What follows belongs to an exercise in optimizing a design on an open flow for small area, a short achievable clock period and few clock cycles; a production flow would make more cautious choices. Only simulation tests tie the RTL to the original design; equivalence was not proved. No activity file was given, so power comes from the tool's default toggle rates.

### run.sh
#!/bin/bash
# synth_recipe.tcl (not shown) runs the flow's synth.tcl, then flattens the netlist and writes it again
# the make line also repeats each setting of config.mk as NAME=value (left out here)
make -C /OpenROAD-flow-scripts/flow DESIGN_CONFIG=/design/flow/config.mk WORK_HOME=/design/flow/orfs CLKGATE_MAP_FILE= SYNTH_SCRIPT=/design/flow/synth_recipe.tcl finish
### design.v
package mhpq_pkg;
  localparam int DEPTH     = 64;
  localparam int ADDR_W    = $clog2(DEPTH);
  localparam int CNT_W     = $clog2(DEPTH + 1);
  localparam int DATA_W    = 32;
  localparam int OUT_CNT_W = 7;
  localparam int STEP_W    = 4;
  typedef enum logic {
    OP_PUSH = 1'b0,
    OP_POP  = 1'b1
  } op_t;
  typedef enum logic [1:0] {
    ST_OK    = 2'd0,
    ST_EMPTY = 2'd1,
    ST_FULL  = 2'd2
  } status_t;
  typedef enum logic [STEP_W-1:0] {
    S_IDLE       = 4'd0,
    S_DISPATCH   = 4'd1,
    S_PUSH_CHK   = 4'd2,
    S_UP_RD      = 4'd3,
    S_UP_EV      = 4'd4,
    S_UP_END     = 4'd5,
    S_POP_CHK    = 4'd6,
    S_POP_LD     = 4'd7,
    S_DN_RD      = 4'd8,
    S_DN_EV      = 4'd9,
    S_DN_END     = 4'd10,
    S_RESP_OK    = 4'd11,
    S_RESP_EMPTY = 4'd12,
    S_RESP_FULL  = 4'd13
  } step_t;
  typedef enum logic [3:0] {
    C_ALWAYS   = 4'd0,
    C_IN_XFER  = 4'd1,
    C_IS_POP   = 4'd2,
    C_FULL     = 4'd3,
    C_EMPTY    = 4'd4,
    C_POS_ZERO = 4'd5,
    C_UP_MOVE  = 4'd6,
    C_NO_LEFT  = 4'd7,
    C_DN_MOVE  = 4'd8,
    C_OUT_FREE = 4'd9
  } cond_t;
  typedef enum logic [1:0] {
    RD_UP   = 2'd0,
    RD_POP  = 2'd1,
    RD_DOWN = 2'd2
  } rd_t;
  typedef enum logic [2:0] {
    A_NONE       = 3'd0,
    A_PUSH_SETUP = 3'd1,
    A_UP_STEP    = 3'd2,
    A_UP_END     = 3'd3,
    A_POP_SETUP  = 3'd4,
    A_POP_LOAD   = 3'd5,
    A_DN_STEP    = 3'd6,
    A_DN_END     = 3'd7
  } act_t;
  typedef struct packed {
    logic    accept;
    cond_t   cond;
    step_t   target;
    logic    hold;
    rd_t     rd;
    act_t    act;
    logic    resp;
    status_t resp_st;
  } ctl_t;
  typedef struct packed {
    logic                     we;
    logic [ADDR_W-1:0]        waddr;
    logic signed [DATA_W-1:0] wdata;
    logic [ADDR_W-1:0]        raddr_a;
    logic [ADDR_W-1:0]        raddr_b;
  } mem_req_t;
  function automatic ctl_t ucode(input step_t s);
    ctl_t c;
    c.accept  = 1'b0;
    c.cond    = mhpq_pkg::C_ALWAYS;
    c.target  = mhpq_pkg::S_IDLE;
    c.hold    = 1'b0;
    c.rd      = mhpq_pkg::RD_UP;
    c.act     = mhpq_pkg::A_NONE;
    c.resp    = 1'b0;
    c.resp_st = mhpq_pkg::ST_OK;
    case (s)
      mhpq_pkg::S_IDLE: begin
        c.accept = 1'b1;
        c.cond   = mhpq_pkg::C_IN_XFER;
        c.target = mhpq_pkg::S_DISPATCH;
        c.hold   = 1'b1;
      end
      mhpq_pkg::S_DISPATCH: begin
        c.cond   = mhpq_pkg::C_IS_POP;
        c.target = mhpq_pkg::S_POP_CHK;
      end
      mhpq_pkg::S_PUSH_CHK: begin
        c.cond   = mhpq_pkg::C_FULL;
        c.target = mhpq_pkg::S_RESP_FULL;
        c.act    = mhpq_pkg::A_PUSH_SETUP;
      end
      mhpq_pkg::S_UP_RD: begin
        c.cond   = mhpq_pkg::C_POS_ZERO;
        c.target = mhpq_pkg::S_UP_END;
        c.rd     = mhpq_pkg::RD_UP;
      end
      mhpq_pkg::S_UP_EV: begin
        c.cond   = mhpq_pkg::C_UP_MOVE;
        c.target = mhpq_pkg::S_UP_RD;
        c.act    = mhpq_pkg::A_UP_STEP;
      end
      mhpq_pkg::S_UP_END: begin
        c.cond   = mhpq_pkg::C_ALWAYS;
        c.target = mhpq_pkg::S_RESP_OK;
        c.act    = mhpq_pkg::A_UP_END;
      end
      mhpq_pkg::S_POP_CHK: begin
        c.cond   = mhpq_pkg::C_EMPTY;
        c.target = mhpq_pkg::S_RESP_EMPTY;
        c.rd     = mhpq_pkg::RD_POP;
        c.act    = mhpq_pkg::A_POP_SETUP;
      end
      mhpq_pkg::S_POP_LD: begin
        c.cond   = mhpq_pkg::C_ALWAYS;
        c.target = mhpq_pkg::S_DN_RD;
        c.act    = mhpq_pkg::A_POP_LOAD;
      end
      mhpq_pkg::S_DN_RD: begin
        c.cond   = mhpq_pkg::C_NO_LEFT;
        c.target = mhpq_pkg::S_DN_END;
        c.rd     = mhpq_pkg::RD_DOWN;
      end
      mhpq_pkg::S_DN_EV: begin
        c.cond   = mhpq_pkg::C_DN_MOVE;
        c.target = mhpq_pkg::S_DN_RD;
        c.act    = mhpq_pkg::A_DN_STEP;
      end
      mhpq_pkg::S_DN_END: begin
        c.cond   = mhpq_pkg::C_ALWAYS;
        c.target = mhpq_pkg::S_RESP_OK;
        c.act    = mhpq_pkg::A_DN_END;
      end
      mhpq_pkg::S_RESP_OK: begin
        c.cond    = mhpq_pkg::C_OUT_FREE;
        c.hold    = 1'b1;
        c.resp    = 1'b1;
        c.resp_st = mhpq_pkg::ST_OK;
      end
      mhpq_pkg::S_RESP_EMPTY: begin
        c.cond    = mhpq_pkg::C_OUT_FREE;
        c.hold    = 1'b1;
        c.resp    = 1'b1;
        c.resp_st = mhpq_pkg::ST_EMPTY;
      end
      mhpq_pkg::S_RESP_FULL: begin
        c.cond    = mhpq_pkg::C_OUT_FREE;
        c.hold    = 1'b1;
        c.resp    = 1'b1;
        c.resp_st = mhpq_pkg::ST_FULL;
      end
      default: begin
        c.cond   = mhpq_pkg::C_ALWAYS;
        c.target = mhpq_pkg::S_IDLE;
      end
    endcase
    ucode = c;
  endfunction
endpackage
module mhpq_store (
  input  logic                                clk,
  input  mhpq_pkg::mem_req_t                  req,
  output logic signed [mhpq_pkg::DATA_W-1:0]  rd_a,
  output logic signed [mhpq_pkg::DATA_W-1:0]  rd_b
);
  logic signed [mhpq_pkg::DATA_W-1:0] mem [mhpq_pkg::DEPTH];
  always_ff @(posedge clk) begin
    if (req.we) begin
      mem[req.waddr] <= req.wdata;
    end
    rd_a <= mem[req.raddr_a];
    rd_b <= mem[req.raddr_b];
  end
endmodule
module max_heap_priority_queue (
  input  logic                                clk,
  input  logic                                rst,
  input  logic                                in_valid,
  output logic                                in_ready,
  input  logic                                in_opcode,
  input  logic signed [mhpq_pkg::DATA_W-1:0]  in_value,
  output logic                                out_valid,
  input  logic                                out_ready,
  output logic signed [mhpq_pkg::DATA_W-1:0]  out_popped_value,
  output logic [1:0]                          out_status,
  output logic [mhpq_pkg::OUT_CNT_W-1:0]      out_count
);
  localparam int ADDR_W = mhpq_pkg::ADDR_W;
  localparam int CNT_W  = mhpq_pkg::CNT_W;
  localparam int DATA_W = mhpq_pkg::DATA_W;
  mhpq_pkg::step_t    step, step_next;
  mhpq_pkg::ctl_t     ctl;
  mhpq_pkg::mem_req_t mreq;
  logic [CNT_W-1:0]         count;
  logic                     op;
  logic signed [DATA_W-1:0] cur, popped, rd_a, rd_b, best;
  logic [ADDR_W-1:0]        pos, parent, best_idx;
  logic [CNT_W-1:0]         lft, rgt, cnt_m1;
  logic                     in_xfer, out_free, up_gt, dn_gt, best_r, cond_hit;
  logic                         out_vld;
  logic signed [DATA_W-1:0]     out_popped;
  mhpq_pkg::status_t            out_st;
  logic [mhpq_pkg::OUT_CNT_W-1:0] out_cnt;
  mhpq_store u_store (
    .clk  (clk),
    .req  (mreq),
    .rd_a (rd_a),
    .rd_b (rd_b)
  );
  always_comb begin
    ctl = mhpq_pkg::ucode(step);
  end
  assign in_ready         = ctl.accept;
  assign out_valid        = out_vld;
  assign out_popped_value = out_popped;
  assign out_status       = out_st;
  assign out_count        = out_cnt;
  assign in_xfer  = in_valid && ctl.accept;
  assign out_free = !out_vld || out_ready;
  assign parent = (pos - ADDR_W'(1)) >> 1;
  assign lft    = CNT_W'({pos, 1'b1});
  assign rgt    = lft + CNT_W'(1);
  assign cnt_m1 = count - CNT_W'(1);
  assign best_r   = (rgt < count) && (rd_b > rd_a);
  assign best     = best_r ? rd_b : rd_a;
  assign best_idx = best_r ? rgt[ADDR_W-1:0] : lft[ADDR_W-1:0];
  assign up_gt    = cur > rd_a;
  assign dn_gt    = best > cur;
  always_comb begin
    case (ctl.cond)
      mhpq_pkg::C_ALWAYS:   cond_hit = 1'b1;
      mhpq_pkg::C_IN_XFER:  cond_hit = in_xfer;
      mhpq_pkg::C_IS_POP:   cond_hit = (op == mhpq_pkg::OP_POP);
      mhpq_pkg::C_FULL:     cond_hit = (count == CNT_W'(mhpq_pkg::DEPTH));
      mhpq_pkg::C_EMPTY:    cond_hit = (count == '0);
      mhpq_pkg::C_POS_ZERO: cond_hit = (pos == '0);
      mhpq_pkg::C_UP_MOVE:  cond_hit = up_gt;
      mhpq_pkg::C_NO_LEFT:  cond_hit = (lft >= count);
      mhpq_pkg::C_DN_MOVE:  cond_hit = dn_gt;
      mhpq_pkg::C_OUT_FREE: cond_hit = out_free;
      default:              cond_hit = 1'b1;
    endcase
  end
  always_comb begin
    if (cond_hit) begin
      step_next = ctl.target;
    end else if (ctl.hold) begin
      step_next = step;
    end else begin
      step_next = mhpq_pkg::step_t'(step + mhpq_pkg::STEP_W'(1));
    end
  end
  always_comb begin
    mreq.we    = 1'b0;
    mreq.waddr = pos;
    mreq.wdata = cur;
    case (ctl.act)
      mhpq_pkg::A_UP_STEP: begin
        mreq.we    = up_gt;
        mreq.wdata = rd_a;
      end
      mhpq_pkg::A_DN_STEP: begin
        mreq.we    = dn_gt;
        mreq.wdata = best;
      end
      mhpq_pkg::A_UP_END,
      mhpq_pkg::A_DN_END: begin
        mreq.we = 1'b1;
      end
      default: begin
        mreq.we = 1'b0;
      end
    endcase
    case (ctl.rd)
      mhpq_pkg::RD_POP: begin
        mreq.raddr_a = '0;
        mreq.raddr_b = cnt_m1[ADDR_W-1:0];
      end
      mhpq_pkg::RD_DOWN: begin
        mreq.raddr_a = lft[ADDR_W-1:0];
        mreq.raddr_b = rgt[ADDR_W-1:0];
      end
      default: begin
        mreq.raddr_a = parent;
        mreq.raddr_b = parent;
      end
    endcase
  end
  always_ff @(posedge clk) begin
    if (rst) begin
      step      <= mhpq_pkg::S_IDLE;
      count     <= '0;
      out_vld   <= 1'b0;
    end else begin
      step <= step_next;
      if (ctl.resp && out_free) begin
        out_vld <= 1'b1;
      end else if (out_vld && out_ready) begin
        out_vld <= 1'b0;
      end
      case (ctl.act)
        mhpq_pkg::A_UP_END: begin
          count <= count + CNT_W'(1);
        end
        mhpq_pkg::A_POP_SETUP: begin
          if (count != '0) begin
            count <= cnt_m1;
          end
        end
        default: begin
          count <= count;
        end
      endcase
    end
  end
  always_ff @(posedge clk) begin
    if (in_xfer) begin
      op     <= in_opcode;
      cur    <= in_value;
      popped <= '0;
    end
    case (ctl.act)
      mhpq_pkg::A_PUSH_SETUP: begin
        pos <= count[ADDR_W-1:0];
      end
      mhpq_pkg::A_UP_STEP: begin
        if (up_gt) begin
          pos <= parent;
        end
      end
      mhpq_pkg::A_POP_LOAD: begin
        popped <= rd_a;
        cur    <= rd_b;
        pos    <= '0;
      end
      mhpq_pkg::A_DN_STEP: begin
        if (dn_gt) begin
          pos <= best_idx;
        end
      end
      default: begin
        pos <= pos;
      end
    endcase
    if (ctl.resp && out_free) begin
      out_popped <= popped;
      out_st     <= ctl.resp_st;
      out_cnt    <= mhpq_pkg::OUT_CNT_W'(count);
    end
  end
endmodule
### constraint.sdc
create_clock -name core_clock -period 8.0 [get_ports {clk}]
set_input_delay 1.6000 -clock core_clock [delete_from_list [all_inputs] [get_ports {clk}]]
set_output_delay 1.6000 -clock core_clock [all_outputs]
set_load 0.01 [all_outputs]
### config.mk
export PLATFORM = sky130hd
export DESIGN_NAME = max_heap_priority_queue
export DESIGN_NICKNAME = max_heap_priority_queue
export VERILOG_FILES = /design/flow/design.v
export SDC_FILE = /design/flow/constraint.sdc
export NUM_CORES = 4
export LEC_CHECK = 0
export CAP_MARGIN = 20
export CORE_MARGIN = 2
export CORE_UTILIZATION = 40
export SLEW_MARGIN = 20
==> impl_metrics.env, run 1 <==
export IMPL_clockPowerShare_pct=20.4
export IMPL_post_route_min_period_ps=7040
export IMPL_skew_ps=78.10
export IMPL_avgSynthCellArea_sq_um=15.24
export IMPL_clkTransAtPathRegs_ps=60
export IMPL_slew_headroom_pct=16.34
export IMPL_rows=191
export IMPL_rr_startpoint="u_store.rd_a[27]"
export IMPL_intPower_mw=32.00
export IMPL_nNetsFinal=7319
export IMPL_min_delay_start="ctl[1]"
export IMPL_synth_area_sq_um=109000
export IMPL_worst_r2r_path_depth=23
export IMPL_max_freq_mhz=142.1
export IMPL_wl_per_cell_microns=30.68
export IMPL_cp_common_cell="nand2_1"
export IMPL_crit_arrival_ps=7560
export IMPL_die_h_microns=526.0
export IMPL_first_iter_violations=9191
export IMPL_grt_usage_pct=23.61
export IMPL_clkSinkCount=2254
export IMPL_multi_input_area_sq_um=40190
export IMPL_p_comb_share_pct=52.3
export IMPL_viasPerCell=6.284
export IMPL_syn_inst=7151
export IMPL_synth_flop_cell="edfxtp_1"
export IMPL_ctsHoldBuffers=0
export IMPL_drc=0
export IMPL_start_util_pct=40.22
export IMPL_tns_ps=0
export IMPL_syn_nets=7310
export IMPL_yosysUniqueCellTypes=71
export IMPL_final_fill_count=23410
export IMPL_dr_pass1_iters=6
export IMPL_status="timing/DRC/antenna clean"
export IMPL_rsz0062_at_grt="false"
export IMPL_dieArea_sq_um=276700
export IMPL_p_seq_share_pct=27.3
export IMPL_ys_ff_latch=2254
export IMPL_numCtsBuffers=241
export IMPL_cts_root_buf="clkbuf_16"
export IMPL_die_w_microns=526.0
export IMPL_grt_pass1_vias=66470
export IMPL_synth_warnings=2
export IMPL_tightest_slew_ps=1247
export IMPL_worstPathMaxFanout=67
export IMPL_ant_nets=0
export IMPL_holdPathEnd="out_st[1]"
export IMPL_cp_required_ps=8520
export IMPL_coreArea_sq_um=271000
export IMPL_setup_viol=0
export IMPL_antenna_found_initial=22
export IMPL_grt_max_degree=121
export IMPL_cts_tree="built"
export IMPL_io_pin_count=80
export IMPL_area_delta_synth_final_pct=12.98
export IMPL_grt_ovfl_total=0
export IMPL_clk_path_buf_depth=4
export IMPL_r2r_end="u_store.mem[7][10]"
export IMPL_drive_above_1_share_pct=20.79
export IMPL_peakVddDrop_uv=419.8
export IMPL_whs_ps=403.8
export IMPL_cp_end_kind="flip-flop"
export IMPL_setup_ws_ps=960.4
export IMPL_hold_class="reg -> reg"
export IMPL_leakagePower_nw=40.66
export IMPL_cts_max_level=4
export IMPL_r2r_slack_ps=960
export IMPL_gp_congestion=0.8796
export IMPL_power_density_nw_per_um2=449.5
export IMPL_switching_share_pct=42.18
export IMPL_cp_start_kind="flip-flop"
export IMPL_dp_hpwl_mm=220.1
export IMPL_maxCapViolCount=0
export IMPL_ys_seq_area_share_pct=61.24
export IMPL_routed_via_count=68710
export IMPL_synth_edff_count=2160
export IMPL_drt_total_wl_mm=335.4
export IMPL_insertion_delay_ps=920
export IMPL_slowest_stage="nor4_1"
export IMPL_switchingPower_mw=23.35
export IMPL_ff_latch_area_sq_um=66740
export IMPL_post_route_util_pct=45.44
export IMPL_critPathMaxStageDelay_ps=700
export IMPL_cts_setup_buffers=0
export IMPL_numPortBuffers=79
export IMPL_critical_path_cell_chain="inv_1 -> ha_1 -> nand4_1 -> nor4_1 -> nand2_1 -> nor4_1 -> or3_1 -> nor3_2 -> buf_12 -> nand2_1 -> o21ai_0 -> ha_1 -> nand2_1 -> o21ai_0 -> a221oi_1 -> o211ai_1 -> a21oi_1 -> or4_1 -> o311a_2 -> or3b_1 -> buf_4 -> nor2_4 -> buf_4"
export IMPL_cts_repair_resized=0
export IMPL_finalHoldViolCount=0
export IMPL_period_share_pct=88.00
export IMPL_critical_path_class="reg -> reg"
export IMPL_synthArstFlopShare_pct=0
export IMPL_slew_violations=0
export IMPL_grt_pass1_wl_mm=481.5
export IMPL_place_worst_setup_slack_ps=894.8
export IMPL_min_path_cells=0
==> final cells by class <==
type | count | area share (%)
inverters | 95 | 0.2896
multi-input cells | 4226 | 32.64
repair buffers | 342 | 2.845
flip-flops and latches | 2254 | 54.20
clock inverters | 162 | 1.298
diodes | 8 | 0.01626
clock buffers | 276 | 5.081
well taps | 3570 | 3.627
==> registers in the layout (all words and copies together) (netlist names) <==
signal / count
cur: 32
pos: 6
out_popped: 32
u_store.rd_a: 32
count: 7
out_vld: 1
popped: 32
out_cnt: 7
out_st: 2
op: 1
u_store.rd_b: 32
ctl: 18
step: 4
u_store.mem: 2048
==> stage by stage <==
step	power (mW)	cells	area, sq um
2_1_floorplan	34.28	7151	109000
3_3_place_gp	43.68	10490	115300
3_5_place_dp	43.90	10490	115300
4_1_cts	55.18	10930	123100
5_1_grt	57.72	10930	123100
6_report	55.35	10930	123100
==> cells in the final DEF (no fill, tap or decap), types with 53 or more instances in the layout <==
| cell type | netlist | final |
|---|---|---|
| nand4_1 | 58 | 58 |
| edfxtp_1 | 2160 | 2160 |
| mux2i_1 | 660 | 659 |
| o21ai_0 | 60 | 59 |
| mux2_2 | 132 | 131 |
| clkdlybuf4s50_1 | 0 | 79 |
| nand2_1 | 804 | 802 |
| a311oi_1 | 129 | 129 |
| buf_4 | 1 | 204 |
| dfxtp_1 | 94 | 94 |
| clkbuf_16 | 0 | 245 |
| inv_1 | 93 | 93 |
| a21oi_1 | 207 | 204 |
| ha_1 | 122 | 122 |
| a211oi_1 | 488 | 488 |
| mux4_2 | 641 | 641 |
| o211ai_1 | 132 | 132 |
| nor2_1 | 89 | 71 |
| buf_12 | 0 | 59 |
| a31oi_1 | 132 | 132 |
| clkinv_2 | 0 | 53 |
| and2_1 | 260 | 259 |
==> logic make-up (layout without fill, tap and decap cells) <==
family / count (synthesis) / after routing / synth area share, %
fa+ha+maj: 122 / 122 / 1.401
simple gates: 1394 / 1394 / 5.893
buf+inv: 671 / 875 / 2.529
mux: 1433 / 1433 / 20.67
other cells: 0 / 8 / 0
flops: 2254 / 2254 / 61.24
xor+xnor: 24 / 24 / 0.1929
compound gates: 1253 / 1253 / 8.073
==> power groups by stage <==
stage               sequential [mW]  combinational [mW]  clock, mW
finish                         15.1                28.9       11.3
global route                   15.2                30.7       11.9
CTS                            15.1                28.6       11.4
detailed placement             15.4                28.5          0
global placement               15.3                28.3          0
floorplan                      15.4                18.9          0
==> worst max-delay path by stage <==
stage	startpoint	to	slack [ps]	cells past startpoint
final	u_store.rd_a[27]	u_store.mem[7][10]	960	23
after global routing	u_store.rd_a[27]	ctl[13]	720	23
after CTS	u_store.rd_a[27]	u_store.mem[7][9]	880	22
after detailed placement	u_store.rd_a[27]	u_store.mem[7][9]	890	22
after global placement	u_store.rd_a[27]	u_store.mem[7][9]	880	22
after floorplan	pos[3]	u_store.mem[28][0]	-100	24
==> per-layer routing <==
layer	track usage [%]	vias up	wire [microns]
met2	34.27	3689	144900
met4	5.310	10	7260
met5	0	-	78
li1	-	28860	-
met1	35.58	35680	146500
met3	5.823	462	36710
==> synthesized netlist by cell type (all sizes together) (122+ instances only) <==
cell type  instances  area, sq um
mux4             641        14440
buf              226         1086
nand2            804         3018
o211ai           132        991.0
a211oi           489         3684
and2             260         1627
a311oi           129         1130
mux2             132         1486
clkbuf           350         1314
mux2i            660         6606
ha               122         1526
a21oi            207         1036
edfxtp          2160        64860
a31oi            132        825.8
==> critical path, delay by kind of cell (launching register included) <==
family | cells | cell delay, ps
AO/OA/AOI/OAI | 6 | 1160
adder cells (fa/ha/maj) | 2 | 640
buffers and inverters | 4 | 1020
flip-flops | 1 | 340
AND/OR/NAND/NOR | 11 | 3440
Testbench counts, summed over its fixed seeds: cycles 154,392.
==> run 2: changes to the inputs <==
--- a/config.mk
+++ b/config.mk
@@ -9,3 +9,5 @@
 export CORE_MARGIN = 2
 export CORE_UTILIZATION = 40
+export SETUP_SLACK_MARGIN = 5
 export SLEW_MARGIN = 20
+export TNS_END_PERCENT = 10
==> run 2 against run 1 <==
Against the previous run: utilization increased by 2.1 points; critical endpoint is now u_store.mem[31][23]; clock-buffer cell count decreased by 1; clock skew increased by 26 ps; final cell count increased by 2.4%; largest cell class unchanged; highest routed layer unchanged; design area increased by 4.6%.
==> impl_metrics.env, run 2 <==
export IMPL_yosysUniqueCellTypes=71
export IMPL_finalHoldViolCount=0
export IMPL_slew_violations=0
export IMPL_whs_ps=402.8
export IMPL_worstPathMaxFanout=8
export IMPL_yosysMostFrequentCell="edfxtp_1"
export IMPL_yosysTopAreaCell="edfxtp_1"
export IMPL_drt_total_wl_mm=364.7
export IMPL_insertion_delay_ps=930
export IMPL_clkSinkCount=2254
export IMPL_maxCapViolCount=0
export IMPL_power_density_nw_per_um2=447.9
export IMPL_synthTopCellsByArea="edfxtp_1, mux4_2, mux2i_1"
export IMPL_grt_pass1_wl_mm=505.8
export IMPL_placedCellCount=10520
export IMPL_ant_nets=0
export IMPL_tns_ps=0
export IMPL_ys_seq_area_share_pct=61.24
export IMPL_final_fill_count=22920
export IMPL_max_freq_mhz=167.8
export IMPL_rows=191
export IMPL_syn_inst=7151
export IMPL_top_layer="met5"
export IMPL_synthArstFlopShare_pct=0
export IMPL_cts_tree="built"
export IMPL_drc=0
export IMPL_die_h_microns=526.0
export IMPL_synth_warnings=2
export IMPL_layout_commonest_cell="edfxtp_1"
export IMPL_cp_end_kind="flip-flop"
export IMPL_start_util_pct=40.22
export IMPL_cts_max_level=4
export IMPL_post_route_min_period_ps=5961
export IMPL_hold_class="reg -> reg"
export IMPL_coreArea_sq_um=271000
export IMPL_cp_common_cell="buf_12"
export IMPL_largest_register="u_store.mem"
export IMPL_crit_arrival_ps=6570
export IMPL_gp_congestion=0.8893
export IMPL_place_worst_setup_slack_ps=1034
export IMPL_clkTransAtPathRegs_ps=70
export IMPL_numPortBuffers=79
export IMPL_numCtsBuffers=236
export IMPL_wl_per_cell_microns=32.59
export IMPL_period_share_pct=74.51
export IMPL_clk_path_buf_depth=4
export IMPL_ys_top_cells_by_count="edfxtp_1, nand2_1, mux2i_1"
export IMPL_rsz0062_at_grt="true"
export IMPL_stdcell_count=11190
export IMPL_synth_edff_count=2160
export IMPL_crit_family="simple AND/OR/NAND/NOR gates"
export IMPL_cp_start_kind="flip-flop"
export IMPL_wl_met3_mm=38.77
export IMPL_cts_root_buf="clkbuf_16"
export IMPL_die_w_microns=526.0
export IMPL_grt_pass1_vias=69830
export IMPL_grt_max_degree=123
export IMPL_route_layer_met1_wl_mm=145.9
export IMPL_nNetsFinal=7582
export IMPL_area_delta_synth_final_pct=18.14
export IMPL_post_route_util_pct=47.51
export IMPL_dr_pass1_iters=6
export IMPL_slew_headroom_pct=13.84
export IMPL_dp_hpwl_mm=215.3
export IMPL_slowest_stage="or4_4"
export IMPL_grt_usage_pct=25.10
export IMPL_cp_num_buf_inv=8
export IMPL_io_pin_count=80
export IMPL_viasPerCell=6.372
export IMPL_critical_path_class="reg -> reg"
export IMPL_skew_ps=103.9
export IMPL_final_cell_area_sq_um=128800
export IMPL_dieArea_sq_um=276700
export IMPL_antenna_found_initial=25
export IMPL_peakVddDrop_uv=403.7
export IMPL_setup_ws_ps=2039
export IMPL_setup_viol=0
export IMPL_met2WireLength_mm=168.5
export IMPL_critPathMaxStageDelay_ps=520
export IMPL_first_iter_violations=10170
export IMPL_placed_area_sq_um=116100
export IMPL_synth_area_sq_um=109000
export IMPL_largest_reg_flops=2048
export IMPL_leakagePower_nw=43.20
export IMPL_drive_above_1_share_pct=24.89
export IMPL_grt_ovfl_total=0
export IMPL_cp_required_ps=8610
export IMPL_avgSynthCellArea_sq_um=15.24
export IMPL_synth_top_area_share_pct=59.51
export IMPL_syn_nets=7310
export IMPL_layout_common_cells="edfxtp_1, nand2_1, mux2i_1, mux4_2, a211oi_1"
export IMPL_synth_flop_cell="edfxtp_1"
export IMPL_tightest_slew_ps=1285
export IMPL_status="timing/DRC/antenna clean"
export IMPL_finalPower_mw=57.67
export IMPL_routed_via_count=71300
export IMPL_ys_ff_latch=2254
[run 2: final cells by class]
| type | count | area, sq um | share of cell area, % |
|---|---|---|---|
| clock buffer | 275 | 6168 | 4.791 |
| clock inverter | 149 | 1499 | 1.164 |
| antenna | 12 | 30.03 | 0.02332 |
| sequential | 2254 | 66770 | 51.85 |
| timing repair buffer | 610 | 8323 | 6.464 |
| inverter | 95 | 377.9 | 0.2935 |
| tap | 3570 | 4467 | 3.469 |
| multi-input combinational | 4226 | 41130 | 31.94 |
[run 2: final timing paths]
path	start	to	slack [ps]	cells after the start
min reg2reg	popped[21]	out_popped[21]	400	0
max reg2reg	u_store.rd_a[22]	u_store.mem[31][23]	2040	26
max	u_store.rd_a[22]	u_store.mem[31][23]	2040	26
min	popped[21]	out_popped[21]	400	0
[run 2: what timing repair did]
item / in CTS / in global routing
setup endpoints to repair: 4237 / 4237
hold buffers: 0 / 0
setup buffers: 100 / 53
pin swaps: 60 / 34
gates cloned: 39 / 45
resized for setup: 220 / 140
[run 2: where the power goes]
| part | internal, mW | switching (mW) | total [mW] |
|---|---|---|---|
| sequential | 14.8 | 0.332 | 15.2 |
| clock | 6.39 | 4.75 | 11.1 |
| combinational | 12.1 | 19.3 | 31.4 |
[run 2: cell families after synthesis]
family | after synthesis | synth area share (%)
DFF | 2254 | 61.24
muxes | 1433 | 20.67
and+or+nand+nor | 1394 | 5.893
AOI/OAI and AO/OA | 1253 | 8.073
buffers and inverters | 671 | 2.529
adders and majority gates | 122 | 1.401
xor gates and xnor gates | 24 | 0.1929
[run 2: routing by layer]
layer	up-vias	track usage [%]
li1	29460	-
met1	37200	34.85
met2	4010	39.02
met3	625	6.224
met4	10	7.351
met5	-	0

## port drivers added, routing unchanged
The flow's constraints put no driver on any port. The routed layouts listed below were extracted and timed again, unchanged, in two steps.
Step 1 sets driving cells, clkbuf_16 on the clock port and buf_2 on the other inputs (assumed; they add their load-dependent delay and slew).
Step 2, shift: input delay + t, output delay - t, t = (earliest + latest rising clock arrival at the registers) / 2. This alone moves slack from input paths to output paths.
a / b / c = ideal / step 1 / step 2; a / b = the first two.
run	t (ns)	setup WS [ns]	worst hold slack (ns)	clock arrival spread, ns
run 1	0.979	0.960 / 0.960 / 0.960	0.404 / 0.404 / 0.404	0.080 / 0.080
run 2	0.971	2.039 / 2.039 / 2.039	0.403 / 0.403 / 0.403	0.109 / 0.108
After both steps every run listed still meets setup and hold.
